What follows belongs to an exercise in optimizing a design on an open flow for small area and a short achievable clock period; a production flow would make more cautious choices.
In this exercise RTL edits were held to simulation tests only and were not proved equivalent to the original.
No activity file was given, so power comes from the tool's default toggle rates.

==> flow/design.v (outline; a module is shown in full before it is edited, if it fits) <==
// module koggeStoneAdder: 29 lines
// module partialProductStage: 47 lines
// module adderTreeLevel: 40 lines
// module signedMultiplier: 2090 lines
// module mulFA: 10 lines
// module mulGA: 8 lines
// module mulGO: 8 lines
// module mulBlkA: 11 lines
// module mulBlkO: 11 lines
// module mulHA: 9 lines
module signedMultiplier
(
	input  logic          clk,
	input  logic          arstN,
	input  mulPkg::operandPairT   operands,
	output mulPkg::productResultT result
);
  // ...
==> flow/run.sh <==
#!/bin/bash
# synth_recipe.tcl (not shown) runs the flow's synth.tcl, then flattens the netlist and writes it again
# the make line also repeats each setting of config.mk as NAME=value (left out here)
make -C /OpenROAD-flow-scripts/flow DESIGN_CONFIG=/design/flow/config.mk WORK_HOME=/design/flow/orfs CLKGATE_MAP_FILE= SYNTH_SCRIPT=/design/flow/synth_recipe.tcl finish
==> flow/config.mk <==
export PLATFORM = sky130hd
export DESIGN_NAME = signedMultiplier
export DESIGN_NICKNAME = signedMultiplier
export VERILOG_FILES = /design/flow/design.v
export SDC_FILE = /design/flow/constraint.sdc
export NUM_CORES = 4
export LEC_CHECK = 0
export CAP_MARGIN = 20
export CORE_MARGIN = 2
export CORE_UTILIZATION = 60
export CTS_BUF_LIST = sky130_fd_sc_hd__clkbuf_4 sky130_fd_sc_hd__clkbuf_8
export SETUP_SLACK_MARGIN = 1.75
export SLEW_MARGIN = 20
export SYNTH_HIERARCHICAL = 1
==> flow/constraint.sdc <==
create_clock -name core_clock -period 4.0 [get_ports {clk}]
set_input_delay 0.8000 -clock core_clock [delete_from_list [all_inputs] [get_ports {clk}]]
set_output_delay 0.8000 -clock core_clock [all_outputs]
set_load 0.01 [all_outputs]
==> impl_metrics.tcl, run 1 <==
set metrics [dict create \
    clockBufferDepth 3 \
    stdcell_count 2549 \
    netlist_instances 1855 \
    fin_crit_sh_pct 56.9 \
    synth-simple-area-share_pct 1.96 \
    synth-edff-count 0 \
    fillCellCount 2852 \
    place_area_um2 24100 \
    portBuffers 99 \
    grtUsageMet3_pct 6.83 \
    tightest_slew_ps 600 \
    arrival_ps 2830 \
    fp.dieH_um 200 \
    clock-skew-final_ps 29.7 \
    status "no timing/DRC/antenna violations" \
    period_needed_ps 2280 \
    crit_family "compound AO/OA/AOI/OAI gates" \
    synthMuxAreaShare_pct 0 \
    h-tree-depth 3 \
    power_sequential_uw 7780 \
    largest_reg_flops 167 \
    setup-tns-final_ps 0 \
    syn_area_um2 23100 \
    num-clock-buffers 116 \
    row_count 71 \
    endpoint "r3_p[40]$_DFF_P_" \
    yosys.cell_count.top_type "dfxtp_1" \
    p_leak_uw 0.0103 \
    crit_start "r2_d[13]$_DFF_P_" \
    pwr-share-clk_pct 21.2 \
    max_freq_mhz 439 \
]
==> inputs of run 2 (changes only) <==
--- a/flow/design.v
+++ b/flow/design.v
@@ -760,17 +760,17 @@
 	logic s607;
 	logic c608;
 	logic s609;
 	logic c610;
 	logic s611;
 	logic c612;
 	logic s613;
 	logic c614;
-	logic [166:0] r1_d;
+	logic [169:0] r1_d;
 	logic s615;
 	logic c616;
 	logic s617;
 	logic c618;
 	logic s619;
 	logic c620;
 	logic s621;
 	logic c622;
@@ -1618,181 +1618,184 @@
 	assign pp293 = ((r0_one[11] & r0_a[17]) | (r0_two[11] & r0_a[16])) ^ r0_neg[11];
 	assign pp294 = ((r0_one[11] & r0_a[18]) | (r0_two[11] & r0_a[17])) ^ r0_neg[11];
 	assign pp295 = ((r0_one[11] & r0_a[19]) | (r0_two[11] & r0_a[18])) ^ r0_neg[11];
 	assign pp296 = ((r0_one[11] & r0_a[20]) | (r0_two[11] & r0_a[19])) ^ r0_neg[11];
 	assign pp297 = ((r0_one[11] & r0_a[21]) | (r0_two[11] & r0_a[20])) ^ r0_neg[11];
 	assign pp298 = ((r0_one[11] & r0_a[22]) | (r0_two[11] & r0_a[21])) ^ r0_neg[11];
 	assign pp299 = ((r0_one[11] & r0_a[23]) | (r0_two[11] & r0_a[22])) ^ r0_neg[11];
 	assign pp300 = ~(((r0_one[11] & r0_a[23]) | (r0_two[11] & r0_a[23])) ^ r0_neg[11]);
-	mulFA u_s301 (.a(pp3), .b(pp26), .c(r0_neg[1]), .s(s301), .co(c302));
-	mulFA u_s303 (.a(pp5), .b(pp28), .c(pp51), .s(s303), .co(c304));
+	mulFA u_s301 (.a(r0_neg[1]), .b(pp3), .c(pp26), .s(s301), .co(c302));
+	mulFA u_s303 (.a(r0_neg[2]), .b(pp5), .c(pp28), .s(s303), .co(c304));
 	mulFA u_s305 (.a(pp6), .b(pp29), .c(pp52), .s(s305), .co(c306));
-	mulFA u_s307 (.a(pp7), .b(pp30), .c(pp53), .s(s307), .co(c308));
+	mulFA u_s307 (.a(r0_neg[3]), .b(pp7), .c(pp30), .s(s307), .co(c308));
 	mulFA u_s309 (.a(pp8), .b(pp31), .c(pp54), .s(s309), .co(c310));
-	mulFA u_s311 (.a(pp9), .b(pp32), .c(pp55), .s(s311), .co(c312));
-	mulFA u_s313 (.a(pp78), .b(pp101), .c(r0_neg[4]), .s(s313), .co(c314));
+	mulFA u_s311 (.a(r0_neg[4]), .b(pp9), .c(pp32), .s(s311), .co(c312));
+	mulFA u_s313 (.a(pp55), .b(pp78), .c(pp101), .s(s313), .co(c314));
 	mulFA u_s315 (.a(pp10), .b(pp33), .c(pp56), .s(s315), .co(c316));
-	mulFA u_s317 (.a(pp11), .b(pp34), .c(pp57), .s(s317), .co(c318));
-	mulFA u_s319 (.a(pp80), .b(pp103), .c(pp126), .s(s319), .co(c320));
+	mulFA u_s317 (.a(r0_neg[5]), .b(pp11), .c(pp34), .s(s317), .co(c318));
+	mulFA u_s319 (.a(pp57), .b(pp80), .c(pp103), .s(s319), .co(c320));
 	mulFA u_s321 (.a(pp12), .b(pp35), .c(pp58), .s(s321), .co(c322));
 	mulFA u_s323 (.a(pp81), .b(pp104), .c(pp127), .s(s323), .co(c324));
-	mulFA u_s325 (.a(pp13), .b(pp36), .c(pp59), .s(s325), .co(c326));
-	mulFA u_s327 (.a(pp82), .b(pp105), .c(pp128), .s(s327), .co(c328));
+	mulFA u_s325 (.a(r0_neg[6]), .b(pp13), .c(pp36), .s(s325), .co(c326));
+	mulFA u_s327 (.a(pp59), .b(pp82), .c(pp105), .s(s327), .co(c328));
 	mulFA u_s329 (.a(pp14), .b(pp37), .c(pp60), .s(s329), .co(c330));
 	mulFA u_s331 (.a(pp83), .b(pp106), .c(pp129), .s(s331), .co(c332));
-	mulFA u_s333 (.a(pp15), .b(pp38), .c(pp61), .s(s333), .co(c334));
-	mulFA u_s335 (.a(pp84), .b(pp107), .c(pp130), .s(s335), .co(c336));
-	mulFA u_s337 (.a(pp153), .b(pp176), .c(r0_neg[7]), .s(s337), .co(c338));
+	mulFA u_s333 (.a(r0_neg[7]), .b(pp15), .c(pp38), .s(s333), .co(c334));
+	mulFA u_s335 (.a(pp61), .b(pp84), .c(pp107), .s(s335), .co(c336));
+	mulFA u_s337 (.a(pp130), .b(pp153), .c(pp176), .s(s337), .co(c338));
 	mulFA u_s339 (.a(pp16), .b(pp39), .c(pp62), .s(s339), .co(c340));
 	mulFA u_s341 (.a(pp85), .b(pp108), .c(pp131), .s(s341), .co(c342));
-	mulFA u_s343 (.a(pp17), .b(pp40), .c(pp63), .s(s343), .co(c344));
-	mulFA u_s345 (.a(pp86), .b(pp109), .c(pp132), .s(s345), .co(c346));
-	mulFA u_s347 (.a(pp155), .b(pp178), .c(pp201), .s(s347), .co(c348));
+	mulFA u_s343 (.a(r0_neg[8]), .b(pp17), .c(pp40), .s(s343), .co(c344));
+	mulFA u_s345 (.a(pp63), .b(pp86), .c(pp109), .s(s345), .co(c346));
+	mulFA u_s347 (.a(pp132), .b(pp155), .c(pp178), .s(s347), .co(c348));
 	mulFA u_s349 (.a(pp18), .b(pp41), .c(pp64), .s(s349), .co(c350));
 	mulFA u_s351 (.a(pp87), .b(pp110), .c(pp133), .s(s351), .co(c352));
 	mulFA u_s353 (.a(pp156), .b(pp179), .c(pp202), .s(s353), .co(c354));
-	mulFA u_s355 (.a(pp19), .b(pp42), .c(pp65), .s(s355), .co(c356));
-	mulFA u_s357 (.a(pp88), .b(pp111), .c(pp134), .s(s357), .co(c358));
-	mulFA u_s359 (.a(pp157), .b(pp180), .c(pp203), .s(s359), .co(c360));
+	mulFA u_s355 (.a(r0_neg[9]), .b(pp19), .c(pp42), .s(s355), .co(c356));
+	mulFA u_s357 (.a(pp65), .b(pp88), .c(pp111), .s(s357), .co(c358));
+	mulFA u_s359 (.a(pp134), .b(pp157), .c(pp180), .s(s359), .co(c360));
 	mulFA u_s361 (.a(pp20), .b(pp43), .c(pp66), .s(s361), .co(c362));
 	mulFA u_s363 (.a(pp89), .b(pp112), .c(pp135), .s(s363), .co(c364));
 	mulFA u_s365 (.a(pp158), .b(pp181), .c(pp204), .s(s365), .co(c366));
-	mulFA u_s367 (.a(pp21), .b(pp44), .c(pp67), .s(s367), .co(c368));
-	mulFA u_s369 (.a(pp90), .b(pp113), .c(pp136), .s(s369), .co(c370));
-	mulFA u_s371 (.a(pp159), .b(pp182), .c(pp205), .s(s371), .co(c372));
-	mulFA u_s373 (.a(pp228), .b(pp251), .c(r0_neg[10]), .s(s373), .co(c374));
+	mulFA u_s367 (.a(r0_neg[10]), .b(pp21), .c(pp44), .s(s367), .co(c368));
+	mulFA u_s369 (.a(pp67), .b(pp90), .c(pp113), .s(s369), .co(c370));
+	mulFA u_s371 (.a(pp136), .b(pp159), .c(pp182), .s(s371), .co(c372));
+	mulFA u_s373 (.a(pp205), .b(pp228), .c(pp251), .s(s373), .co(c374));
 	mulFA u_s375 (.a(pp22), .b(pp45), .c(pp68), .s(s375), .co(c376));
 	mulFA u_s377 (.a(pp91), .b(pp114), .c(pp137), .s(s377), .co(c378));
 	mulFA u_s379 (.a(pp160), .b(pp183), .c(pp206), .s(s379), .co(c380));
-	mulFA u_s381 (.a(pp23), .b(pp46), .c(pp69), .s(s381), .co(c382));
-	mulFA u_s383 (.a(pp92), .b(pp115), .c(pp138), .s(s383), .co(c384));
-	mulFA u_s385 (.a(pp161), .b(pp184), .c(pp207), .s(s385), .co(c386));
-	mulFA u_s387 (.a(pp230), .b(pp253), .c(pp276), .s(s387), .co(c388));
+	mulFA u_s381 (.a(r0_neg[11]), .b(pp23), .c(pp46), .s(s381), .co(c382));
+	mulFA u_s383 (.a(pp69), .b(pp92), .c(pp115), .s(s383), .co(c384));
+	mulFA u_s385 (.a(pp138), .b(pp161), .c(pp184), .s(s385), .co(c386));
+	mulFA u_s387 (.a(pp207), .b(pp230), .c(pp253), .s(s387), .co(c388));
 	mulFA u_s389 (.a(pp24), .b(pp47), .c(pp70), .s(s389), .co(c390));
 	mulFA u_s391 (.a(pp93), .b(pp116), .c(pp139), .s(s391), .co(c392));
 	mulFA u_s393 (.a(pp162), .b(pp185), .c(pp208), .s(s393), .co(c394));
 	mulFA u_s395 (.a(pp231), .b(pp254), .c(pp277), .s(s395), .co(c396));
-	mulFA u_s397 (.a(pp25), .b(pp48), .c(pp71), .s(s397), .co(c398));
-	mulFA u_s399 (.a(pp94), .b(pp117), .c(pp140), .s(s399), .co(c400));
-	mulFA u_s401 (.a(pp163), .b(pp186), .c(pp209), .s(s401), .co(c402));
-	mulFA u_s403 (.a(pp232), .b(pp255), .c(pp278), .s(s403), .co(c404));
-	mulFA u_s405 (.a(pp49), .b(pp72), .c(pp95), .s(s405), .co(c406));
-	mulFA u_s407 (.a(pp118), .b(pp141), .c(pp164), .s(s407), .co(c408));
-	mulFA u_s409 (.a(pp187), .b(pp210), .c(pp233), .s(s409), .co(c410));
-	assign s411 = pp256 ^ pp279 ^ 1'b1;
-	assign c412 = (pp256 & pp279) | (pp256 & 1'b1) | (pp279 & 1'b1);
+	assign s397 = 1'b1 ^ pp25 ^ pp48;
+	assign c398 = (1'b1 & pp25) | (1'b1 & pp48) | (pp25 & pp48);
+	mulFA u_s399 (.a(pp71), .b(pp94), .c(pp117), .s(s399), .co(c400));
+	mulFA u_s401 (.a(pp140), .b(pp163), .c(pp186), .s(s401), .co(c402));
+	mulFA u_s403 (.a(pp209), .b(pp232), .c(pp255), .s(s403), .co(c404));
+	assign s405 = 1'b1 ^ pp49 ^ pp72;
+	assign c406 = (1'b1 & pp49) | (1'b1 & pp72) | (pp49 & pp72);
+	mulFA u_s407 (.a(pp95), .b(pp118), .c(pp141), .s(s407), .co(c408));
+	mulFA u_s409 (.a(pp164), .b(pp187), .c(pp210), .s(s409), .co(c410));
+	mulFA u_s411 (.a(pp233), .b(pp256), .c(pp279), .s(s411), .co(c412));
 	mulFA u_s413 (.a(pp50), .b(pp73), .c(pp96), .s(s413), .co(c414));
 	mulFA u_s415 (.a(pp119), .b(pp142), .c(pp165), .s(s415), .co(c416));
 	mulFA u_s417 (.a(pp188), .b(pp211), .c(pp234), .s(s417), .co(c418));
-	mulFA u_s419 (.a(pp74), .b(pp97), .c(pp120), .s(s419), .co(c420));
-	mulFA u_s421 (.a(pp143), .b(pp166), .c(pp189), .s(s421), .co(c422));
-	mulFA u_s423 (.a(pp212), .b(pp235), .c(pp258), .s(s423), .co(c424));
+	assign s419 = 1'b1 ^ pp74 ^ pp97;
+	assign c420 = (1'b1 & pp74) | (1'b1 & pp97) | (pp74 & pp97);
+	mulFA u_s421 (.a(pp120), .b(pp143), .c(pp166), .s(s421), .co(c422));
+	mulFA u_s423 (.a(pp189), .b(pp212), .c(pp235), .s(s423), .co(c424));
 	mulFA u_s425 (.a(pp75), .b(pp98), .c(pp121), .s(s425), .co(c426));
 	mulFA u_s427 (.a(pp144), .b(pp167), .c(pp190), .s(s427), .co(c428));
 	mulFA u_s429 (.a(pp213), .b(pp236), .c(pp259), .s(s429), .co(c430));
-	mulFA u_s431 (.a(pp99), .b(pp122), .c(pp145), .s(s431), .co(c432));
-	mulFA u_s433 (.a(pp168), .b(pp191), .c(pp214), .s(s433), .co(c434));
-	mulFA u_s435 (.a(pp237), .b(pp260), .c(pp283), .s(s435), .co(c436));
+	assign s431 = 1'b1 ^ pp99 ^ pp122;
+	assign c432 = (1'b1 & pp99) | (1'b1 & pp122) | (pp99 & pp122);
+	mulFA u_s433 (.a(pp145), .b(pp168), .c(pp191), .s(s433), .co(c434));
+	mulFA u_s435 (.a(pp214), .b(pp237), .c(pp260), .s(s435), .co(c436));
 	mulFA u_s437 (.a(pp100), .b(pp123), .c(pp146), .s(s437), .co(c438));
 	mulFA u_s439 (.a(pp169), .b(pp192), .c(pp215), .s(s439), .co(c440));
 	mulFA u_s441 (.a(pp238), .b(pp261), .c(pp284), .s(s441), .co(c442));
-	mulFA u_s443 (.a(pp124), .b(pp147), .c(pp170), .s(s443), .co(c444));
-	mulFA u_s445 (.a(pp193), .b(pp216), .c(pp239), .s(s445), .co(c446));
-	assign s447 = pp262 ^ pp285 ^ 1'b1;
-	assign c448 = (pp262 & pp285) | (pp262 & 1'b1) | (pp285 & 1'b1);
+	assign s443 = 1'b1 ^ pp124 ^ pp147;
+	assign c444 = (1'b1 & pp124) | (1'b1 & pp147) | (pp124 & pp147);
+	mulFA u_s445 (.a(pp170), .b(pp193), .c(pp216), .s(s445), .co(c446));
+	mulFA u_s447 (.a(pp239), .b(pp262), .c(pp285), .s(s447), .co(c448));
 	mulFA u_s449 (.a(pp125), .b(pp148), .c(pp171), .s(s449), .co(c450));
 	mulFA u_s451 (.a(pp194), .b(pp217), .c(pp240), .s(s451), .co(c452));
-	mulFA u_s453 (.a(pp149), .b(pp172), .c(pp195), .s(s453), .co(c454));
-	mulFA u_s455 (.a(pp218), .b(pp241), .c(pp264), .s(s455), .co(c456));
+	assign s453 = 1'b1 ^ pp149 ^ pp172;
+	assign c454 = (1'b1 & pp149) | (1'b1 & pp172) | (pp149 & pp172);
+	mulFA u_s455 (.a(pp195), .b(pp218), .c(pp241), .s(s455), .co(c456));
 	mulFA u_s457 (.a(pp150), .b(pp173), .c(pp196), .s(s457), .co(c458));
 	mulFA u_s459 (.a(pp219), .b(pp242), .c(pp265), .s(s459), .co(c460));
-	mulFA u_s461 (.a(pp174), .b(pp197), .c(pp220), .s(s461), .co(c462));
-	mulFA u_s463 (.a(pp243), .b(pp266), .c(pp289), .s(s463), .co(c464));
+	assign s461 = 1'b1 ^ pp174 ^ pp197;
+	assign c462 = (1'b1 & pp174) | (1'b1 & pp197) | (pp174 & pp197);
+	mulFA u_s463 (.a(pp220), .b(pp243), .c(pp266), .s(s463), .co(c464));
 	mulFA u_s465 (.a(pp175), .b(pp198), .c(pp221), .s(s465), .co(c466));
 	mulFA u_s467 (.a(pp244), .b(pp267), .c(pp290), .s(s467), .co(c468));
-	mulFA u_s469 (.a(pp199), .b(pp222), .c(pp245), .s(s469), .co(c470));
-	assign s471 = pp268 ^ pp291 ^ 1'b1;
-	assign c472 = (pp268 & pp291) | (pp268 & 1'b1) | (pp291 & 1'b1);
+	assign s469 = 1'b1 ^ pp199 ^ pp222;
+	assign c470 = (1'b1 & pp199) | (1'b1 & pp222) | (pp199 & pp222);
+	mulFA u_s471 (.a(pp245), .b(pp268), .c(pp291), .s(s471), .co(c472));
 	mulFA u_s473 (.a(pp200), .b(pp223), .c(pp246), .s(s473), .co(c474));
-	mulFA u_s475 (.a(pp224), .b(pp247), .c(pp270), .s(s475), .co(c476));
+	assign s475 = 1'b1 ^ pp224 ^ pp247;
+	assign c476 = (1'b1 & pp224) | (1'b1 & pp247) | (pp224 & pp247);
 	mulFA u_s477 (.a(pp225), .b(pp248), .c(pp271), .s(s477), .co(c478));
-	mulFA u_s479 (.a(pp249), .b(pp272), .c(pp295), .s(s479), .co(c480));
+	assign s479 = 1'b1 ^ pp249 ^ pp272;
+	assign c480 = (1'b1 & pp249) | (1'b1 & pp272) | (pp249 & pp272);
 	mulFA u_s481 (.a(pp250), .b(pp273), .c(pp296), .s(s481), .co(c482));
-	assign s483 = pp274 ^ pp297 ^ 1'b1;
-	assign c484 = (pp274 & pp297) | (pp274 & 1'b1) | (pp297 & 1'b1);
-	mulFA u_s485 (.a(c302), .b(pp4), .c(pp27), .s(s485), .co(c486));
-	mulFA u_s487 (.a(c306), .b(s307), .c(pp76), .s(s487), .co(c488));
-	mulFA u_s489 (.a(c308), .b(s309), .c(pp77), .s(s489), .co(c490));
+	assign s483 = 1'b1 ^ pp274 ^ pp297;
+	assign c484 = (1'b1 & pp274) | (1'b1 & pp297) | (pp274 & pp297);
+	mulFA u_s485 (.a(pp4), .b(pp27), .c(c302), .s(s485), .co(c486));
+	mulFA u_s487 (.a(pp53), .b(pp76), .c(c306), .s(s487), .co(c488));
+	mulFA u_s489 (.a(pp77), .b(c308), .c(s309), .s(s489), .co(c490));
 	mulFA u_s491 (.a(c310), .b(s311), .c(s313), .s(s491), .co(c492));
-	mulFA u_s493 (.a(c312), .b(c314), .c(s315), .s(s493), .co(c494));
-	mulFA u_s495 (.a(c316), .b(s317), .c(s319), .s(s495), .co(c496));
+	mulFA u_s493 (.a(pp79), .b(pp102), .c(c312), .s(s493), .co(c494));
+	mulFA u_s495 (.a(pp126), .b(c316), .c(s317), .s(s495), .co(c496));
 	mulFA u_s497 (.a(c318), .b(c320), .c(s321), .s(s497), .co(c498));
-	mulFA u_s499 (.a(c322), .b(c324), .c(s325), .s(s499), .co(c500));
-	mulFA u_s501 (.a(s327), .b(pp151), .c(r0_neg[6]), .s(s501), .co(c502));
-	mulFA u_s503 (.a(c326), .b(c328), .c(s329), .s(s503), .co(c504));
+	mulFA u_s499 (.a(pp128), .b(pp151), .c(c322), .s(s499), .co(c500));
+	mulFA u_s501 (.a(c324), .b(s325), .c(s327), .s(s501), .co(c502));
+	mulFA u_s503 (.a(pp152), .b(c326), .c(c328), .s(s503), .co(c504));
 	mulFA u_s505 (.a(c330), .b(c332), .c(s333), .s(s505), .co(c506));
-	mulFA u_s507 (.a(c334), .b(c336), .c(c338), .s(s507), .co(c508));
-	mulFA u_s509 (.a(s339), .b(s341), .c(pp154), .s(s509), .co(c510));
-	mulFA u_s511 (.a(c340), .b(c342), .c(s343), .s(s511), .co(c512));
-	mulFA u_s513 (.a(s345), .b(s347), .c(r0_neg[8]), .s(s513), .co(c514));
+	mulFA u_s507 (.a(pp154), .b(pp177), .c(c334), .s(s507), .co(c508));
+	mulFA u_s509 (.a(c336), .b(c338), .c(s339), .s(s509), .co(c510));
+	mulFA u_s511 (.a(pp201), .b(c340), .c(c342), .s(s511), .co(c512));
+	mulFA u_s513 (.a(s343), .b(s345), .c(s347), .s(s513), .co(c514));
 	mulFA u_s515 (.a(c344), .b(c346), .c(c348), .s(s515), .co(c516));
 	mulFA u_s517 (.a(s349), .b(s351), .c(s353), .s(s517), .co(c518));
-	mulFA u_s519 (.a(c350), .b(c352), .c(c354), .s(s519), .co(c520));
-	mulFA u_s521 (.a(s355), .b(s357), .c(s359), .s(s521), .co(c522));
-	mulFA u_s523 (.a(c356), .b(c358), .c(c360), .s(s523), .co(c524));
-	mulFA u_s525 (.a(s361), .b(s363), .c(s365), .s(s525), .co(c526));
+	mulFA u_s519 (.a(pp203), .b(pp226), .c(c350), .s(s519), .co(c520));
+	mulFA u_s521 (.a(c352), .b(c354), .c(s355), .s(s521), .co(c522));
+	mulFA u_s523 (.a(pp227), .b(c356), .c(c358), .s(s523), .co(c524));
+	mulFA u_s525 (.a(c360), .b(s361), .c(s363), .s(s525), .co(c526));
 	mulFA u_s527 (.a(c362), .b(c364), .c(c366), .s(s527), .co(c528));
 	mulFA u_s529 (.a(s367), .b(s369), .c(s371), .s(s529), .co(c530));
-	mulFA u_s531 (.a(c368), .b(c370), .c(c372), .s(s531), .co(c532));
-	mulFA u_s533 (.a(c374), .b(s375), .c(s377), .s(s533), .co(c534));
-	mulFA u_s535 (.a(s379), .b(pp229), .c(pp252), .s(s535), .co(c536));
-	mulFA u_s537 (.a(c376), .b(c378), .c(c380), .s(s537), .co(c538));
-	mulFA u_s539 (.a(s381), .b(s383), .c(s385), .s(s539), .co(c540));
-	mulHA u_s541 (.a(s387), .b(r0_neg[11]), .s(s541), .co(c542));
+	mulFA u_s531 (.a(pp229), .b(pp252), .c(c368), .s(s531), .co(c532));
+	mulFA u_s533 (.a(c370), .b(c372), .c(c374), .s(s533), .co(c534));
+	mulFA u_s535 (.a(s375), .b(s377), .c(s379), .s(s535), .co(c536));
+	mulFA u_s537 (.a(pp276), .b(c376), .c(c378), .s(s537), .co(c538));
+	mulFA u_s539 (.a(c380), .b(s381), .c(s383), .s(s539), .co(c540));
+	mulHA u_s541 (.a(s385), .b(s387), .s(s541), .co(c542));
 	mulFA u_s543 (.a(c382), .b(c384), .c(c386), .s(s543), .co(c544));
 	mulFA u_s545 (.a(c388), .b(s389), .c(s391), .s(s545), .co(c546));
 	mulHA u_s547 (.a(s393), .b(s395), .s(s547), .co(c548));
-	mulFA u_s549 (.a(c390), .b(c392), .c(c394), .s(s549), .co(c550));
-	mulFA u_s551 (.a(c396), .b(s397), .c(s399), .s(s551), .co(c552));
-	assign s553 = s401 ^ s403 ^ 1'b1;
-	assign c554 = (s401 & s403) | (s401 & 1'b1) | (s403 & 1'b1);
+	mulFA u_s549 (.a(pp278), .b(c390), .c(c392), .s(s549), .co(c550));
+	mulFA u_s551 (.a(c394), .b(c396), .c(s397), .s(s551), .co(c552));
+	mulFA u_s553 (.a(s399), .b(s401), .c(s403), .s(s553), .co(c554));
 	mulFA u_s555 (.a(c398), .b(c400), .c(c402), .s(s555), .co(c556));
 	mulFA u_s557 (.a(c404), .b(s405), .c(s407), .s(s557), .co(c558));
 	mulHA u_s559 (.a(s409), .b(s411), .s(s559), .co(c560));
-	mulFA u_s561 (.a(c406), .b(c408), .c(c410), .s(s561), .co(c562));
-	mulFA u_s563 (.a(c412), .b(s413), .c(s415), .s(s563), .co(c564));
-	mulFA u_s565 (.a(s417), .b(pp257), .c(pp280), .s(s565), .co(c566));
-	mulFA u_s567 (.a(c414), .b(c416), .c(c418), .s(s567), .co(c568));
-	mulFA u_s569 (.a(s419), .b(s421), .c(s423), .s(s569), .co(c570));
-	assign s571 = pp281 ^ 1'b1;
-	assign c572 = pp281 & 1'b1;
-	mulFA u_s573 (.a(c420), .b(c422), .c(c424), .s(s573), .co(c574));
-	mulFA u_s575 (.a(s425), .b(s427), .c(s429), .s(s575), .co(c576));
-	mulFA u_s577 (.a(c426), .b(c428), .c(c430), .s(s577), .co(c578));
-	mulFA u_s579 (.a(s431), .b(s433), .c(s435), .s(s579), .co(c580));
+	mulFA u_s561 (.a(pp257), .b(pp280), .c(c406), .s(s561), .co(c562));
+	mulFA u_s563 (.a(c408), .b(c410), .c(c412), .s(s563), .co(c564));
+	mulFA u_s565 (.a(s413), .b(s415), .c(s417), .s(s565), .co(c566));
+	mulFA u_s567 (.a(pp258), .b(pp281), .c(c414), .s(s567), .co(c568));
+	mulFA u_s569 (.a(c416), .b(c418), .c(s419), .s(s569), .co(c570));
+	mulHA u_s571 (.a(s421), .b(s423), .s(s571), .co(c572));
+	mulFA u_s573 (.a(pp282), .b(c420), .c(c422), .s(s573), .co(c574));
+	mulFA u_s575 (.a(c424), .b(s425), .c(s427), .s(s575), .co(c576));
+	mulFA u_s577 (.a(pp283), .b(c426), .c(c428), .s(s577), .co(c578));
+	mulFA u_s579 (.a(c430), .b(s431), .c(s433), .s(s579), .co(c580));
 	mulFA u_s581 (.a(c432), .b(c434), .c(c436), .s(s581), .co(c582));
 	mulFA u_s583 (.a(s437), .b(s439), .c(s441), .s(s583), .co(c584));
 	mulFA u_s585 (.a(c438), .b(c440), .c(c442), .s(s585), .co(c586));
 	mulFA u_s587 (.a(s443), .b(s445), .c(s447), .s(s587), .co(c588));
-	mulFA u_s589 (.a(c444), .b(c446), .c(c448), .s(s589), .co(c590));
-	mulFA u_s591 (.a(s449), .b(s451), .c(pp263), .s(s591), .co(c592));
-	mulFA u_s593 (.a(c450), .b(c452), .c(s453), .s(s593), .co(c594));
-	assign s595 = s455 ^ pp287 ^ 1'b1;
-	assign c596 = (s455 & pp287) | (s455 & 1'b1) | (pp287 & 1'b1);
-	mulFA u_s597 (.a(c454), .b(c456), .c(s457), .s(s597), .co(c598));
-	mulFA u_s599 (.a(c458), .b(c460), .c(s461), .s(s599), .co(c600));
+	mulFA u_s589 (.a(pp263), .b(pp286), .c(c444), .s(s589), .co(c590));
+	mulFA u_s591 (.a(c446), .b(c448), .c(s449), .s(s591), .co(c592));
+	mulFA u_s593 (.a(pp264), .b(pp287), .c(c450), .s(s593), .co(c594));
+	mulFA u_s595 (.a(c452), .b(s453), .c(s455), .s(s595), .co(c596));
+	mulFA u_s597 (.a(pp288), .b(c454), .c(c456), .s(s597), .co(c598));
+	mulFA u_s599 (.a(pp289), .b(c458), .c(c460), .s(s599), .co(c600));
 	mulFA u_s601 (.a(c462), .b(c464), .c(s465), .s(s601), .co(c602));
 	mulFA u_s603 (.a(c466), .b(c468), .c(s469), .s(s603), .co(c604));
-	mulFA u_s605 (.a(c470), .b(c472), .c(s473), .s(s605), .co(c606));
-	mulFA u_s607 (.a(c474), .b(s475), .c(pp293), .s(s607), .co(c608));
-	mulFA u_s609 (.a(c476), .b(s477), .c(pp294), .s(s609), .co(c610));
-	assign s611 = c478 ^ s479 ^ 1'b1;
-	assign c612 = (c478 & s479) | (c478 & 1'b1) | (s479 & 1'b1);
-	mulFA u_s613 (.a(c484), .b(pp275), .c(pp298), .s(s613), .co(c614));
+	mulFA u_s605 (.a(pp269), .b(pp292), .c(c470), .s(s605), .co(c606));
+	mulFA u_s607 (.a(pp270), .b(pp293), .c(c474), .s(s607), .co(c608));
+	mulFA u_s609 (.a(pp294), .b(c476), .c(s477), .s(s609), .co(c610));
+	mulFA u_s611 (.a(pp295), .b(c478), .c(s479), .s(s611), .co(c612));
+	mulFA u_s613 (.a(pp275), .b(pp298), .c(c484), .s(s613), .co(c614));
 	mulFA u_s615 (.a(r1_d[5]), .b(r1_d[6]), .c(r1_d[7]), .s(s615), .co(c616));
 	mulFA u_s617 (.a(r1_d[16]), .b(r1_d[17]), .c(r1_d[18]), .s(s617), .co(c618));
 	mulFA u_s619 (.a(r1_d[20]), .b(r1_d[21]), .c(r1_d[22]), .s(s619), .co(c620));
 	mulFA u_s621 (.a(r1_d[23]), .b(r1_d[24]), .c(r1_d[25]), .s(s621), .co(c622));
 	mulFA u_s623 (.a(r1_d[26]), .b(r1_d[27]), .c(r1_d[28]), .s(s623), .co(c624));
 	mulFA u_s625 (.a(r1_d[29]), .b(r1_d[30]), .c(r1_d[31]), .s(s625), .co(c626));
 	mulFA u_s627 (.a(r1_d[34]), .b(r1_d[35]), .c(r1_d[36]), .s(s627), .co(c628));
 	mulFA u_s629 (.a(r1_d[38]), .b(r1_d[39]), .c(r1_d[40]), .s(s629), .co(c630));
@@ -1816,94 +1819,91 @@
 	mulFA u_s665 (.a(r1_d[92]), .b(r1_d[93]), .c(r1_d[94]), .s(s665), .co(c666));
 	mulFA u_s667 (.a(r1_d[95]), .b(r1_d[96]), .c(r1_d[97]), .s(s667), .co(c668));
 	mulFA u_s669 (.a(r1_d[98]), .b(r1_d[99]), .c(r1_d[100]), .s(s669), .co(c670));
 	mulFA u_s671 (.a(r1_d[101]), .b(r1_d[102]), .c(r1_d[103]), .s(s671), .co(c672));
 	mulFA u_s673 (.a(r1_d[104]), .b(r1_d[105]), .c(r1_d[106]), .s(s673), .co(c674));
 	mulFA u_s675 (.a(r1_d[107]), .b(r1_d[108]), .c(r1_d[109]), .s(s675), .co(c676));
 	mulFA u_s677 (.a(r1_d[110]), .b(r1_d[111]), .c(r1_d[112]), .s(s677), .co(c678));
 	mulFA u_s679 (.a(r1_d[113]), .b(r1_d[114]), .c(r1_d[115]), .s(s679), .co(c680));
-	assign s681 = r1_d[116] ^ 1'b1;
-	assign c682 = r1_d[116] & 1'b1;
-	mulFA u_s683 (.a(r1_d[117]), .b(r1_d[118]), .c(r1_d[119]), .s(s683), .co(c684));
-	mulFA u_s685 (.a(r1_d[121]), .b(r1_d[122]), .c(r1_d[123]), .s(s685), .co(c686));
-	mulFA u_s687 (.a(r1_d[125]), .b(r1_d[126]), .c(r1_d[127]), .s(s687), .co(c688));
-	mulFA u_s689 (.a(r1_d[130]), .b(r1_d[131]), .c(r1_d[132]), .s(s689), .co(c690));
-	mulFA u_s691 (.a(r1_d[134]), .b(r1_d[135]), .c(r1_d[136]), .s(s691), .co(c692));
-	mulFA u_s693 (.a(r1_d[139]), .b(r1_d[140]), .c(r1_d[141]), .s(s693), .co(c694));
-	mulFA u_s695 (.a(r1_d[142]), .b(r1_d[143]), .c(r1_d[144]), .s(s695), .co(c696));
-	mulFA u_s697 (.a(r1_d[145]), .b(r1_d[146]), .c(r1_d[147]), .s(s697), .co(c698));
-	mulFA u_s699 (.a(r1_d[148]), .b(r1_d[149]), .c(r1_d[150]), .s(s699), .co(c700));
-	assign s701 = r1_d[152] ^ r1_d[153] ^ 1'b1;
-	assign c702 = (r1_d[152] & r1_d[153]) | (r1_d[152] & 1'b1) | (r1_d[153] & 1'b1);
-	mulFA u_s703 (.a(r1_d[158]), .b(r1_d[159]), .c(r1_d[160]), .s(s703), .co(c704));
-	assign s705 = r1_d[164] ^ r1_d[165] ^ 1'b1;
-	assign c706 = (r1_d[164] & r1_d[165]) | (r1_d[164] & 1'b1) | (r1_d[165] & 1'b1);
-	mulFA u_s707 (.a(c616), .b(r1_d[8]), .c(r1_d[9]), .s(s707), .co(c708));
-	mulFA u_s709 (.a(c624), .b(s625), .c(r1_d[32]), .s(s709), .co(c710));
-	mulFA u_s711 (.a(c626), .b(s627), .c(r1_d[37]), .s(s711), .co(c712));
-	mulFA u_s713 (.a(c628), .b(s629), .c(r1_d[41]), .s(s713), .co(c714));
-	mulFA u_s715 (.a(c630), .b(s631), .c(r1_d[45]), .s(s715), .co(c716));
-	mulFA u_s717 (.a(c632), .b(s633), .c(r1_d[49]), .s(s717), .co(c718));
+	mulHA u_s681 (.a(r1_d[116]), .b(r1_d[117]), .s(s681), .co(c682));
+	mulFA u_s683 (.a(r1_d[118]), .b(r1_d[119]), .c(r1_d[120]), .s(s683), .co(c684));
+	mulFA u_s685 (.a(r1_d[122]), .b(r1_d[123]), .c(r1_d[124]), .s(s685), .co(c686));
+	mulFA u_s687 (.a(r1_d[126]), .b(r1_d[127]), .c(r1_d[128]), .s(s687), .co(c688));
+	mulFA u_s689 (.a(r1_d[131]), .b(r1_d[132]), .c(r1_d[133]), .s(s689), .co(c690));
+	mulFA u_s691 (.a(r1_d[135]), .b(r1_d[136]), .c(r1_d[137]), .s(s691), .co(c692));
+	mulFA u_s693 (.a(r1_d[140]), .b(r1_d[141]), .c(r1_d[142]), .s(s693), .co(c694));
+	mulFA u_s695 (.a(r1_d[144]), .b(r1_d[145]), .c(r1_d[146]), .s(s695), .co(c696));
+	mulFA u_s697 (.a(r1_d[147]), .b(r1_d[148]), .c(r1_d[149]), .s(s697), .co(c698));
+	mulFA u_s699 (.a(r1_d[150]), .b(r1_d[151]), .c(r1_d[152]), .s(s699), .co(c700));
+	mulFA u_s701 (.a(r1_d[154]), .b(r1_d[155]), .c(r1_d[156]), .s(s701), .co(c702));
+	mulFA u_s703 (.a(r1_d[161]), .b(r1_d[162]), .c(r1_d[163]), .s(s703), .co(c704));
+	assign s705 = r1_d[167] ^ 1'b1 ^ r1_d[168];
+	assign c706 = (r1_d[167] & 1'b1) | (r1_d[167] & r1_d[168]) | (1'b1 & r1_d[168]);
+	mulFA u_s707 (.a(r1_d[8]), .b(r1_d[9]), .c(c616), .s(s707), .co(c708));
+	mulFA u_s709 (.a(r1_d[32]), .b(r1_d[33]), .c(c624), .s(s709), .co(c710));
+	mulFA u_s711 (.a(r1_d[37]), .b(c626), .c(s627), .s(s711), .co(c712));
+	mulFA u_s713 (.a(r1_d[41]), .b(c628), .c(s629), .s(s713), .co(c714));
+	mulFA u_s715 (.a(r1_d[45]), .b(c630), .c(s631), .s(s715), .co(c716));
+	mulFA u_s717 (.a(r1_d[49]), .b(c632), .c(s633), .s(s717), .co(c718));
 	mulFA u_s719 (.a(c634), .b(s635), .c(s637), .s(s719), .co(c720));
-	mulFA u_s721 (.a(c636), .b(c638), .c(s639), .s(s721), .co(c722));
-	mulFA u_s723 (.a(c640), .b(c642), .c(s643), .s(s723), .co(c724));
-	mulFA u_s725 (.a(c644), .b(c646), .c(s647), .s(s725), .co(c726));
-	mulFA u_s727 (.a(c648), .b(c650), .c(s651), .s(s727), .co(c728));
+	mulFA u_s721 (.a(s641), .b(c636), .c(c638), .s(s721), .co(c722));
+	mulFA u_s723 (.a(c642), .b(s645), .c(c640), .s(s723), .co(c724));
+	mulFA u_s725 (.a(c646), .b(s649), .c(c644), .s(s725), .co(c726));
+	mulFA u_s727 (.a(c650), .b(c648), .c(s651), .s(s727), .co(c728));
 	mulFA u_s729 (.a(c652), .b(c654), .c(s655), .s(s729), .co(c730));
 	mulFA u_s731 (.a(c656), .b(c658), .c(s659), .s(s731), .co(c732));
 	mulFA u_s733 (.a(c660), .b(c662), .c(s663), .s(s733), .co(c734));
 	mulFA u_s735 (.a(c664), .b(c666), .c(s667), .s(s735), .co(c736));
 	mulFA u_s737 (.a(c668), .b(c670), .c(s671), .s(s737), .co(c738));
 	mulFA u_s739 (.a(c672), .b(c674), .c(s675), .s(s739), .co(c740));
-	mulFA u_s741 (.a(c676), .b(c678), .c(s679), .s(s741), .co(c742));
-	mulFA u_s743 (.a(c680), .b(c682), .c(s683), .s(s743), .co(c744));
-	mulFA u_s745 (.a(c684), .b(s685), .c(r1_d[124]), .s(s745), .co(c746));
-	mulFA u_s747 (.a(c686), .b(s687), .c(r1_d[128]), .s(s747), .co(c748));
-	mulFA u_s749 (.a(c688), .b(s689), .c(r1_d[133]), .s(s749), .co(c750));
-	mulFA u_s751 (.a(c690), .b(s691), .c(r1_d[137]), .s(s751), .co(c752));
-	assign s753 = c692 ^ s693 ^ 1'b1;
-	assign c754 = (c692 & s693) | (c692 & 1'b1) | (s693 & 1'b1);
-	mulFA u_s755 (.a(c698), .b(s699), .c(r1_d[151]), .s(s755), .co(c756));
-	mulFA u_s757 (.a(c702), .b(r1_d[154]), .c(r1_d[155]), .s(s757), .co(c758));
-	mulFA u_s759 (.a(c704), .b(r1_d[161]), .c(r1_d[162]), .s(s759), .co(c760));
-	mulHA u_s761 (.a(c708), .b(r1_d[10]), .s(s761), .co(c762));
+	mulFA u_s741 (.a(s681), .b(c676), .c(c678), .s(s741), .co(c742));
+	mulFA u_s743 (.a(r1_d[121]), .b(c682), .c(c680), .s(s743), .co(c744));
+	mulFA u_s745 (.a(r1_d[125]), .b(c684), .c(s685), .s(s745), .co(c746));
+	mulFA u_s747 (.a(r1_d[129]), .b(r1_d[130]), .c(c686), .s(s747), .co(c748));
+	mulFA u_s749 (.a(r1_d[134]), .b(c688), .c(s689), .s(s749), .co(c750));
+	mulFA u_s751 (.a(r1_d[138]), .b(r1_d[139]), .c(c690), .s(s751), .co(c752));
+	mulFA u_s753 (.a(r1_d[143]), .b(c692), .c(s693), .s(s753), .co(c754));
+	mulFA u_s755 (.a(r1_d[153]), .b(c698), .c(s699), .s(s755), .co(c756));
+	mulFA u_s757 (.a(r1_d[157]), .b(r1_d[158]), .c(c702), .s(s757), .co(c758));
+	mulFA u_s759 (.a(r1_d[164]), .b(r1_d[165]), .c(c704), .s(s759), .co(c760));
+	mulHA u_s761 (.a(r1_d[10]), .b(r1_d[11]), .s(s761), .co(c762));
 	mulHA u_s763 (.a(r1_d[12]), .b(r1_d[13]), .s(s763), .co(c764));
 	mulHA u_s765 (.a(r1_d[14]), .b(r1_d[15]), .s(s765), .co(c766));
-	mulHA u_s767 (.a(s617), .b(r1_d[19]), .s(s767), .co(c768));
+	mulHA u_s767 (.a(r1_d[19]), .b(s617), .s(s767), .co(c768));
 	mulHA u_s769 (.a(c618), .b(s619), .s(s769), .co(c770));
 	mulHA u_s771 (.a(c620), .b(s621), .s(s771), .co(c772));
 	mulHA u_s773 (.a(c622), .b(s623), .s(s773), .co(c774));
-	mulHA u_s775 (.a(s709), .b(r1_d[33]), .s(s775), .co(c776));
+	mulHA u_s775 (.a(s625), .b(s709), .s(s775), .co(c776));
 	mulHA u_s777 (.a(c710), .b(s711), .s(s777), .co(c778));
 	mulHA u_s779 (.a(c712), .b(s713), .s(s779), .co(c780));
 	mulHA u_s781 (.a(c714), .b(s715), .s(s781), .co(c782));
 	mulHA u_s783 (.a(c716), .b(s717), .s(s783), .co(c784));
 	mulHA u_s785 (.a(c718), .b(s719), .s(s785), .co(c786));
-	mulFA u_s787 (.a(c720), .b(s721), .c(s641), .s(s787), .co(c788));
-	mulFA u_s789 (.a(c722), .b(s723), .c(s645), .s(s789), .co(c790));
-	mulFA u_s791 (.a(c724), .b(s725), .c(s649), .s(s791), .co(c792));
-	mulFA u_s793 (.a(c726), .b(s727), .c(s653), .s(s793), .co(c794));
-	mulFA u_s795 (.a(c728), .b(s729), .c(s657), .s(s795), .co(c796));
-	mulFA u_s797 (.a(c730), .b(s731), .c(s661), .s(s797), .co(c798));
-	mulFA u_s799 (.a(c732), .b(s733), .c(s665), .s(s799), .co(c800));
-	mulFA u_s801 (.a(c734), .b(s735), .c(s669), .s(s801), .co(c802));
-	mulFA u_s803 (.a(c736), .b(s737), .c(s673), .s(s803), .co(c804));
-	mulFA u_s805 (.a(c738), .b(s739), .c(s677), .s(s805), .co(c806));
-	mulFA u_s807 (.a(c740), .b(s741), .c(s681), .s(s807), .co(c808));
-	mulFA u_s809 (.a(c742), .b(s743), .c(r1_d[120]), .s(s809), .co(c810));
+	mulFA u_s787 (.a(s639), .b(c720), .c(s721), .s(s787), .co(c788));
+	mulFA u_s789 (.a(s643), .b(s723), .c(c722), .s(s789), .co(c790));
+	mulFA u_s791 (.a(s647), .b(c724), .c(s725), .s(s791), .co(c792));
+	mulFA u_s793 (.a(s653), .b(c726), .c(s727), .s(s793), .co(c794));
+	mulFA u_s795 (.a(s657), .b(c728), .c(s729), .s(s795), .co(c796));
+	mulFA u_s797 (.a(s661), .b(c730), .c(s731), .s(s797), .co(c798));
+	mulFA u_s799 (.a(s665), .b(c732), .c(s733), .s(s799), .co(c800));
+	mulFA u_s801 (.a(s669), .b(c734), .c(s735), .s(s801), .co(c802));
+	mulFA u_s803 (.a(s673), .b(c736), .c(s737), .s(s803), .co(c804));
+	mulFA u_s805 (.a(s677), .b(c738), .c(s739), .s(s805), .co(c806));
+	mulFA u_s807 (.a(s679), .b(c740), .c(s741), .s(s807), .co(c808));
+	mulFA u_s809 (.a(s683), .b(s743), .c(c742), .s(s809), .co(c810));
 	mulHA u_s811 (.a(c744), .b(s745), .s(s811), .co(c812));
-	mulFA u_s813 (.a(c746), .b(s747), .c(r1_d[129]), .s(s813), .co(c814));
+	mulFA u_s813 (.a(s687), .b(s747), .c(c746), .s(s813), .co(c814));
 	mulHA u_s815 (.a(c748), .b(s749), .s(s815), .co(c816));
-	mulFA u_s817 (.a(c750), .b(s751), .c(r1_d[138]), .s(s817), .co(c818));
+	mulFA u_s817 (.a(s691), .b(s751), .c(c750), .s(s817), .co(c818));
 	mulHA u_s819 (.a(c752), .b(s753), .s(s819), .co(c820));
-	mulFA u_s821 (.a(c754), .b(c694), .c(s695), .s(s821), .co(c822));
+	mulFA u_s821 (.a(c694), .b(s695), .c(c754), .s(s821), .co(c822));
 	mulHA u_s823 (.a(c696), .b(s697), .s(s823), .co(c824));
-	mulHA u_s825 (.a(c756), .b(c700), .s(s825), .co(c826));
-	mulHA u_s827 (.a(c758), .b(r1_d[156]), .s(s827), .co(c828));
+	mulHA u_s825 (.a(c700), .b(s701), .s(s825), .co(c826));
+	mulHA u_s827 (.a(r1_d[159]), .b(r1_d[160]), .s(s827), .co(c828));
 	mulHA u_g830 (.a(r1_d[0]), .b(r1_d[1]), .s(p831), .co(g830));
 	mulGA u_G832 (.gh(1'b0), .ph(r1_d[2]), .gl(g830), .g(G832));
 	mulBlkA u_G833 (.gh(1'b0), .ph(r1_d[4]), .gl(1'b0), .pl(r1_d[3]), .g(G833), .p(P834));
 	assign n835 = ~G832;
 	mulGA u_G836 (.gh(1'b0), .ph(r1_d[3]), .gl(n835), .g(G836));
 	mulGO u_G837 (.gh(G833), .ph(P834), .gl(G832), .g(G837));
 	mulGA u_G838 (.gh(1'b0), .ph(s615), .gl(G837), .g(G838));
 	assign sum829[0] = p831;
@@ -2209,33 +2209,34 @@
 		r0_one[9] <= (mb[18] ^ mb[17]);
 		r0_two[9] <= ((mb[19] & ~mb[18] & ~mb[17]) | (~mb[19] & mb[18] & mb[17]));
 		r0_neg[10] <= (mb[21]);
 		r0_one[10] <= (mb[20] ^ mb[19]);
 		r0_two[10] <= ((mb[21] & ~mb[20] & ~mb[19]) | (~mb[21] & mb[20] & mb[19]));
 		r0_neg[11] <= (mb[23]);
 		r0_one[11] <= (mb[22] ^ mb[21]);
 		r0_two[11] <= ((mb[23] & ~mb[22] & ~mb[21]) | (~mb[23] & mb[22] & mb[21]));
-		r1_d <= {pp300, pp299, c614, s613, s483, c482, s481, c480, c612, s611, c610, s609, c608, s607, c606, pp292, pp269, s605, c604, s471, s603, c602, s467, s601, c600, s463, s599, c598, pp288, s459, s597, c596, c594, s595, s593, c592, c590, pp286, s591, s589, c588, c586, s587, s585, c584, c582, s583, s581, c580, c578, s579, s577, c576, c574, pp282, s575, s573, c572, c570, c568, s571, s569, s567, c566, c564, c562, s565, s563, s561, c560, c558, c556, s559, s557, s555, c554, c552, c550, s553, s551, s549, c548, c546, c544, s547, s545, s543, c542, c540, c538, s541, s539, s537, c536, c534, c532, s535, s533, s531, c530, c528, s373, s529, s527, c526, c524, pp227, s525, s523, c522, c520, r0_neg[9], pp226, s521, s519, c518, c516, s517, s515, c514, c512, s513, s511, c510, c508, pp177, s509, s507, c506, s337, s335, s505, c504, pp152, s331, s503, c502, c500, s501, s499, c498, s323, s497, c496, r0_neg[5], s495, c494, pp102, pp79, s493, c492, s491, c490, s489, c488, r0_neg[3], s487, s305, c304, r0_neg[2], s303, c486, s485, s301, pp2, r0_neg[0], pp1};
-		r2_d <= {r1_d[166], c706, s705, r1_d[163], c760, s759, s703, c828, r1_d[157], s827, s757, c826, s701, s825, s755, c824, s823, c822, s821, c820, s819, c818, s817, c816, s815, c814, s813, c812, s811, c810, s809, c808, s807, c806, s805, c804, s803, c802, s801, c800, s799, c798, s797, c796, s795, c794, s793, c792, s791, c790, s789, c788, s787, c786, s785, c784, s783, c782, s781, c780, s779, c778, s777, c776, s775, c774, s773, c772, s771, c770, s769, c768, s767, c766, s765, c764, s763, c762, r1_d[11], s761, s707, sum829[5], sum829[4], sum829[3], sum829[2], sum829[1], sum829[0]};
+		r1_d <= {pp300, pp299, c614, s613, s483, c482, s481, c480, c612, s611, c610, s609, c608, s475, s607, c606, s473, c472, s605, c604, s471, s603, c602, s467, s601, c600, s463, s461, s599, c598, s459, s457, s597, c596, c594, s595, s593, c592, c590, s451, s591, s589, c588, c586, s587, s585, c584, c582, s583, s581, c580, c578, s435, s579, s577, c576, c574, s429, s575, s573, c572, c570, c568, s571, s569, s567, c566, c564, c562, s565, s563, s561, c560, c558, c556, s559, s557, s555, c554, c552, c550, s553, s551, s549, c548, c546, c544, s547, s545, s543, c542, c540, c538, s541, s539, s537, c536, c534, c532, s535, s533, s531, c530, c528, s373, s529, s527, c526, c524, s365, s525, s523, c522, c520, s359, s357, s521, s519, c518, c516, s517, s515, c514, c512, s513, s511, c510, c508, s341, s509, s507, c506, s337, s335, s505, c504, s331, s329, s503, c502, c500, s501, s499, c498, s323, s497, c496, s319, s495, c494, s315, c314, s493, c492, s491, c490, s489, c488, s307, s487, s305, c304, s303, pp51, c486, s485, s301, pp2, pp1, r0_neg[0]};
+		r2_d <= {c706, r1_d[169], s705, c760, r1_d[166], s759, s703, c828, c758, s827, s757, c826, c756, s825, s755, c824, s823, c822, s821, c820, s819, c818, s817, c816, s815, c814, s813, c812, s811, c810, s809, c808, s807, c806, s805, c804, s803, c802, s801, c800, s799, c798, s797, c796, s795, c794, s793, c792, s791, c790, s789, c788, s787, c786, s785, c784, s783, c782, s781, c780, s779, c778, s777, c776, s775, c774, s773, c772, s771, c770, s769, c768, s767, c766, s765, c764, s763, c762, c708, s761, s707, sum829[5], sum829[4], sum829[3], sum829[2], sum829[1], sum829[0]};
 		r3_p <= {sum839[42], sum839[41], sum839[40], sum839[39], sum839[38], sum839[37], sum839[36], sum839[35], sum839[34], sum839[33], sum839[32], sum839[31], sum839[30], sum839[29], sum839[28], sum839[27], sum839[26], sum839[25], sum839[24], sum839[23], sum839[22], sum839[21], sum839[20], sum839[19], sum839[18], sum839[17], sum839[16], sum839[15], sum839[14], sum839[13], sum839[12], sum839[11], sum839[10], sum839[9], sum839[8], sum839[7], sum839[6], sum839[5], sum839[4], sum839[3], sum839[2], sum839[1], sum839[0], r2_d[4], r2_d[3], r2_d[2], r2_d[1], r2_d[0]};
 		r4_p <= r3_p;
 		r5_p <= r4_p;
 	end
 	always_ff @(posedge clk or negedge arstN) begin
 		if (!arstN) begin
 			valid <= 6'd0;
 		end else begin
 			valid <= {valid[4:0], operands.valid};
 		end
 	end
 	assign result.valid = valid[5];
 	assign result.product = r5_p;
 endmodule
 `default_nettype wire
+`default_nettype none
 module mulFA (
 	input  logic a,
 	input  logic b,
 	input  logic c,
 	output logic s,
 	output logic co
 );
 	assign s = a ^ b ^ c;
@@ -2284,8 +2285,9 @@
 	input  logic b,
 	output logic s,
 	output logic co
 );
 	assign s = a ^ b;
 	assign co = a & b;
 endmodule
 `default_nettype wire
+`default_nettype wire
==> flow/config.mk (replaced) <==
export PLATFORM = sky130hd
export DESIGN_NAME = signedMultiplier
export DESIGN_NICKNAME = signedMultiplier
export VERILOG_FILES = /design/flow/design.v
export SDC_FILE = /design/flow/constraint.sdc
export NUM_CORES = 4
export LEC_CHECK = 0
export CAP_MARGIN = 20
export CORE_MARGIN = 2
export CORE_UTILIZATION = 65
export CTS_CLUSTER_DIAMETER = 100
export CTS_CLUSTER_SIZE = 30
export SETUP_SLACK_MARGIN = 1.8
export SLEW_MARGIN = 20
export SYNTH_HIERARCHICAL = 1
==> run 2 against run 1 <==
Still clean on timing, DRC and antenna. Fmax increased by 3.8%. Combinational power is 2% lower. First-iteration DRC count increased by 25%. Register-to-register slack better by 80 ps. Clock-buffer cell count decreased by 95. Sequential power is 0.9% higher. Largest power group unchanged.
==> impl_metrics.tcl, run 2 <==
set metrics [dict create \
    status "no timing/DRC/antenna violations" \
    drc 0 \
    path_cells "buf_4, a22oi_1, xnor2_1, fa_1, fa_1" \
    synth_top_area_cell "dfxtp_1" \
    synth_area_per_cell_um2 12.4 \
    h-tree-depth 1 \
    dieArea_um2 37000 \
    coreArea_um2 34700 \
    viasPerCell 5.80 \
    synthArstFlopShare_pct 1.28 \
    finish.net_count 2288 \
    reg_top3 "r1_d (170), r2_d (87)" \
    path_max_fanout 15 \
    arrival_ps 2630 \
    whs_path_depth 0 \
    synth_top_area_share_pct 40.0 \
    reg2regPathDepth 5 \
    peakVddDrop_mv 0.665 \
    setup_violations 0 \
    final_common_cell "dfxtp_1" \
    grt_max_degree 32 \
    drive_gt1_share_pct 16.9 \
    routed_wirelength_um 49700 \
    clockBufferDepth 3 \
    netlist_instances 1853 \
    final_cell_mix "dfxtp_1 (411), xnor2_1 (289), a22oi_1 (240)" \
    seq_area_frac_synth_pct 40.7 \
    ioPinCount 100 \
    maxCapViolCount 0 \
    fin_crit_sh_pct 54.8 \
    antenna_found_initial 0 \
    diodes 0 \
    slowest_stage "fa_1" \
    hold_violations 0 \
    row_count 68 \
    slew_headroom_pct 60.3 \
    grtUsageTotal_pct 27.7 \
    pwr_density_cell_nw_per_um2 770 \
    cts_root_buffer "clkbuf_16" \
    holdPathEnd "r5_p[19]$_DFF_P_" \
    tightest_slew_ps 595 \
    hp-start "r4_p[19]$_DFF_P_" \
    cts_buffers 19 \
    chipWidth_um 192 \
    vias 13863 \
    syn_area_um2 23100 \
    cts_tree "done" \
    synth_common_cells "dfxtp_1 (461), xnor2_1 (291), a22oi_1 (240), fa_1 (225), ha_1 (79)" \
    r2r-end "r1_d[49]$_DFF_P_" \
    grt_pass1_wl_um 79400 \
    rsz0062_at_grt "yes" \
    layout-area-overhead-vs-synth_pct 9.89 \
    ant_nets 0 \
    regMostFlops "r1_d" \
    total_power_uw 19500 \
    crit_path_end_kind "flop" \
    synth_area_leaders "dfxtp_1 (40%), fa_1 (20%), xnor2_1 (11%)" \
    clkSinkCount 467 \
    path_common_cell "fa_1" \
    cts_hold_repair.buffers 0 \
    insertion_delay_ps 560 \
    yosysWarnings 7 \
    start_util_pct 66.5 \
    cpPeakStageDelay_ps 580 \
    period_needed_ps 2190 \
    fp.dieH_um 192 \
    synth-edff-count 0 \
    worstHoldPathType "reg -> reg" \
    path_buf_inv 1 \
    portBuffers 99 \
    path_class "reg -> reg" \
    firstDrtPassIters 6 \
    r2r_setup_slack_ps 1810 \
    ys_types 23 \
    setup-tns-final_ps 0 \
    ys.flop_type "dfxtp_1" \
    final_max_slew_viol_count 0 \
    wl_per_cell_um 20.8 \
    worstPathRequired_ps 4440 \
    path_clk_slew_ps 110 \
    largest_reg_flops 170 \
    p_leak_uw 0.00987 \
    hpwl_um 35000 \
    grt_pass1_vias 14483 \
    max_freq_mhz 456 \
    grt_overflow 0 \
    startpoint_type "flop" \
    synth_seq_cells 467 \
    yosys.cell_count.top_type "dfxtp_1" \
    crit_family "adder cells" \
    gp_congestion 0.841 \
    drt_iter0_drc 1091 \
    clock-skew-final_ps 25.4 \
    r2r_start "r0_two[0]$_DFF_P_" \
]
-- run 2: cell count changes after synthesis, sizes merged --
cell    before  now
fa         227  225
inv         71   65
ha          75   79
xor2        56   66
buf        145  139
dfxtp      458  461
clkbuf       0    6
xnor2      302  291
-- run 2: power breakdown --
part	internal, µW	switching (µW)	total [µW]
registers	6870	979	7850
clock network	899	1380	2280
logic	4380	5000	9380
total	12100	7360	19500
-- run 2: final cells by class --
cell class,count,area [µm²]
clock inverters,2,25.0
repair buffers,197,1840
multi-input cells,1183,12600
flip-flops and latches,467,9550
inverters,65,248
clock buffers,21,493
well taps,455,569
fillers,2456,9370
-- run 2: metrics by stage --
step / worst slack [ps] / util, % / instance area [µm²] / hold slack (ps) / std cells
2_1_floorplan: 1820 / - / 23100 / 310 / 1860
3_3_place_gp: 1230 / 69.4 / 24100 / 310 / 2339
3_5_place_dp: 1170 / 69.4 / 24100 / 312 / 2339
4_1_cts: 1810 / 71.8 / 24900 / 337 / 2370
5_1_grt: 1750 / 73.0 / 25300 / 339 / 2390
6_report: 1810 / 73.0 / 25300 / 335 / 2390
-- run 2: cell families after synthesis --
kind of cell	after synthesis	synth area share [%]
buffers and inverters	210	5.78
adders and majority gates	304	23.8
xor gates and xnor gates	357	13.6
AOI/OAI and AO/OA	412	14.2
and+or+nand+nor	102	1.97
other	1	0.0163
DFF	467	40.7
-- run 2: per-module statistics from Yosys, one instance, submodules excluded --
module            copies in the design  cell area (µm²)  cells  flops+latches
mulGA                               25             8.76      1              0
mulFA                              225             20.0      1              0
mulGO                               21             5.00      1              0
signedMultiplier                     1            16600   1381            467
mulBlkO                             23             12.5      2              0
mulBlkA                             44             12.5      2              0
mulHA                               67             12.5      1              0
-- run 2: per-layer routing --
| metal | routed length (µm) | GRT usage (%) |
|---|---|---|
| met1 | 22000 | 39.2 |
| met2 | 23000 | 44.5 |
| met3 | 3570 | 5.07 |
| met4 | 1170 | 6.69 |
| met5 | 0 | 0 |
-- run 2: worst max-delay path by stage --
stage / start / end / slack (ps) / cells past startpoint
after floorplan: r2_d[9]$_DFF_P_ / r3_p[37]$_DFF_P_ / 1820 / 9
after global placement: r2_d[9]$_DFF_P_ / r3_p[42]$_DFF_P_ / 1230 / 9
after detailed placement: r2_d[9]$_DFF_P_ / r3_p[46]$_DFF_P_ / 1170 / 9
after CTS: r2_d[43]$_DFF_P_ / r3_p[43]$_DFF_P_ / 1810 / 10
after global routing: r2_d[25]$_DFF_P_ / r3_p[43]$_DFF_P_ / 1750 / 11
final: r0_two[0]$_DFF_P_ / r1_d[49]$_DFF_P_ / 1810 / 5
-- run 2: timing repair --
action | 4_1_cts | 5_1_grt
setup endpoints to repair | 203 | 49
cloned | 0 | 0
setup buffers | 8 | 20
resized for setup | 158 | 37
pin swaps | 7 | 9
-- run 2: worst register-to-register path: cells and delay by family, from the launching register on --
family,cells,cell delay [ps]
adders and majority gates,2,1090
xor gates and xnor gates,1,140
buffers and inverters,1,190
AOI/OAI and AO/OA,1,230
DFF,1,420
==> inputs of run 3 (changes only) <==
--- a/flow/config.mk
+++ b/flow/config.mk
@@ -8,5 +8,5 @@
 export CAP_MARGIN = 20
 export CORE_MARGIN = 2
-export CORE_UTILIZATION = 65
+export CORE_UTILIZATION = 75
 export CTS_CLUSTER_DIAMETER = 100
 export CTS_CLUSTER_SIZE = 30
==> run 3 against run 2 <==
Still clean on timing, DRC and antenna. Sequential cell count unchanged. Routed wire length up 1.9%. Critical path depth up 6. Worst hold slack worse by 4.4 ps. Cell count down 2.8%. Non-clock buffer count down 8. Fmax up 1.2%. Clock skew down 7.4 ps.
==> impl_metrics.tcl, run 3 <==
set metrics [dict create \
    synth_area_per_cell_um2 12.4 \
    diodes 0 \
    routed_wirelength_um 50600 \
    coreArea_um2 30400 \
    hpwl_um 35100 \
    regMostFlops "r1_d" \
    dp_slack_ps 1180 \
    ys.flop_type "dfxtp_1" \
    total_power_uw 20000 \
    cts_hold_repair.buffers 0 \
    netlist_instances 1853 \
    finish.net_count 2280 \
    rsz0062_at_grt "no" \
    wl_per_cell_um 21.8 \
    drc 0 \
    drive_gt1_share_pct 17.2 \
    synth_top_area_cell "dfxtp_1" \
    grt_pass1_vias 14683 \
    synth_area_leaders "dfxtp_1 (40%), fa_1 (20%), xnor2_1 (11%)" \
    arrival_ps 2630 \
    hp-start "r3_p[22]$_DFF_P_" \
    whs_path_depth 0 \
    hold_violations 0 \
    whs_ps 331 \
    yosysWarnings 7 \
    crit_path_end_kind "flop" \
    viasPerCell 6.06 \
    fp.dieH_um 179 \
    path_max_fanout 7 \
    max_freq_mhz 462 \
    cts_root_buffer "clkbuf_16" \
    setup_violations 0 \
    cts_tree "done" \
    worstPathRequired_ps 4460 \
    grt_max_degree 32 \
    synthArstFlopShare_pct 1.28 \
    clockBufferDepth 3 \
    reg2regPathDepth 11 \
    r2r_setup_slack_ps 1830 \
    crit_start "r2_d[11]$_DFF_P_" \
    ant_nets 0 \
    chipWidth_um 179 \
    synth_common_cells "dfxtp_1 (461), xnor2_1 (291), a22oi_1 (240), fa_1 (225), ha_1 (79)" \
    tightest_slew_ps 547 \
    startpoint_type "flop" \
    syn_area_um2 23100 \
    firstDrtPassIters 7 \
    final_max_slew_viol_count 0 \
    status "no timing/DRC/antenna violations" \
    synth_seq_cells 467 \
    yosys.cell_count.top_type "dfxtp_1" \
    r2r_start "r2_d[11]$_DFF_P_" \
    clock-skew-final_ps 18.0 \
    vias 14082 \
    layout-area-overhead-vs-synth_pct 9.54 \
    reg_top3 "r1_d (170), r2_d (87)" \
    largest_reg_flops 170 \
    dieArea_um2 32200 \
    p_leak_uw 0.00990 \
    peakVddDrop_mv 0.600 \
    cts_buffers 19 \
    dp.cells 2273 \
    grt_overflow 0 \
    insertion_delay_ps 550 \
    gp_congestion 0.870 \
    pwr_density_cell_nw_per_um2 792 \
    ys_types 23 \
    grtUsageTotal_pct 31.8 \
    seq_area_frac_synth_pct 40.7 \
    ioPinCount 100 \
    period_needed_ps 2170 \
    synth_top_area_share_pct 40.0 \
    path_clk_slew_ps 110 \
    clkSinkCount 467 \
    h-tree-depth 1 \
    row_count 64 \
    final_cell_mix "dfxtp_1 (408), xnor2_1 (290), a22oi_1 (240)" \
    drt_iter0_drc 1299 \
    final_common_cell "dfxtp_1" \
    path_class "reg -> reg" \
    setup-tns-final_ps 0 \
    holdPathEnd "r4_p[22]$_DFF_P_" \
    antenna_found_initial 0 \
    start_util_pct 75.8 \
    fin_ws_ps 1830 \
    portBuffers 99 \
    synth-edff-count 0 \
    grt_pass1_wl_um 78900 \
    fin_crit_sh_pct 54.1 \
    maxCapViolCount 0 \
    r2r-end "r3_p[42]$_DFF_P_" \
    slew_headroom_pct 63.5 \
    worstHoldPathType "reg -> reg" \
    stdcell_count 2322 \
]
[run 3: how the worst max path moves through the flow]
| stage | to | slack, ps | cells after the start |
|---|---|---|---|
| after detailed placement | r3_p[42]$_DFF_P_ | 1180 | 9 |
| after global placement | r3_p[40]$_DFF_P_ | 1320 | 9 |
| final | r3_p[42]$_DFF_P_ | 1830 | 11 |
| after global routing | r3_p[42]$_DFF_P_ | 1770 | 11 |
| after CTS | r3_p[42]$_DFF_P_ | 1750 | 11 |
| after floorplan | r3_p[37]$_DFF_P_ | 1820 | 9 |
[run 3: per-stage QoR]
stage	area (µm²)	utilization, %
after CTS	24800	81.4
after global routing	25300	83.0
final	25300	83.0
after global placement	24000	78.8
after detailed placement	24000	78.8
after floorplan	23100	-
[run 3: modules after synthesis (local to each module, per instance)]
module / cells inside / copies in the design / area, µm² / flops+latches
mulHA: 1 / 67 / 12.5 / 0
mulBlkO: 2 / 23 / 12.5 / 0
mulFA: 1 / 225 / 20.0 / 0
mulGO: 1 / 21 / 5.00 / 0
mulBlkA: 2 / 44 / 12.5 / 0
mulGA: 1 / 25 / 8.76 / 0
signedMultiplier: 1381 / 1 / 16600 / 467
[run 3: power breakdown]
part           total [µW]  internal (µW)  switching (µW)
logic                9850           4600            5250
clock network        2240            894            1350
registers            7910           6870            1040
[run 3: repair_timing]
action,in CTS,in global routing
endpoints found under the setup margin,194,92
setup buffers,6,21
gates cloned,0,0
pin swaps,2,16
gates resized for setup,139,74
endpoints found under the hold margin,0,0
[run 3: area by class of cell]
cell class	count	area, µm²
multi-input cells	1183	12700
flip-flops and latches	467	9550
fillers	1715	5160
repair buffers	189	1760
well taps	396	495
clock buffers	21	493
inverters	65	250
clock inverters	1	16.3
[run 3: metal layers]
metal | up-vias | track usage, % | routed length (µm)
li1 | 6292 | - | -
met3 | 91 | 6.60 | 4490
met2 | 704 | 52.4 | 24700
met1 | 6995 | 43.0 | 20200
met5 | - | 0 | 0
met4 | 0 | 9.01 | 1210
[run 3: logic make-up after synthesis]
logic type | synth area share (%)
DFF | 40.7
buffers and inverters | 5.78
and+or+nand+nor | 1.97
other | 0.0163
adders and majority gates | 23.8
AOI/OAI and AO/OA | 14.2
xor gates and xnor gates | 13.6
[run 3: worst max-delay path, stage by stage (launching register included)]
cell and delay [ps]:
dfxtp_1 330, ha_1 270, a21oi_4 210, o21ai_2 100
a21oi_4 240, o21ai_4 110, buf_4 170, a21oi_4 140
buf_12 140, inv_4 60, a21oi_2 150, xnor2_1 140

-- separate check: timing with driven ports --
In the flow no input, the clock included, has a driving cell. The finished layouts below were timed again as built, in two steps. Step 1 assumes that a clkbuf_16 drives the clock port and a buf_2 every other input. Step 2 times the ports against the registers' clock, not the clock port: input delays grow and output delays shrink by t, the midpoint of the rising clock arrivals with the driver on. Slacks: ideal ports / drivers / drivers and shift; pairs: ideal ports / drivers.
| run | shift t [ns] | setup slack, ns | worst setup path at the end |
|---|---|---|---|
| run 1 | 0.682 | 1.725 / 1.725 / 1.725 | register to register |
| run 2 | 0.603 | 1.808 / 1.808 / 1.808 | register to register |
| run 3 | 0.589 | 1.834 / 1.834 / 1.834 | register to register |
After both steps every run listed still meets setup and hold.
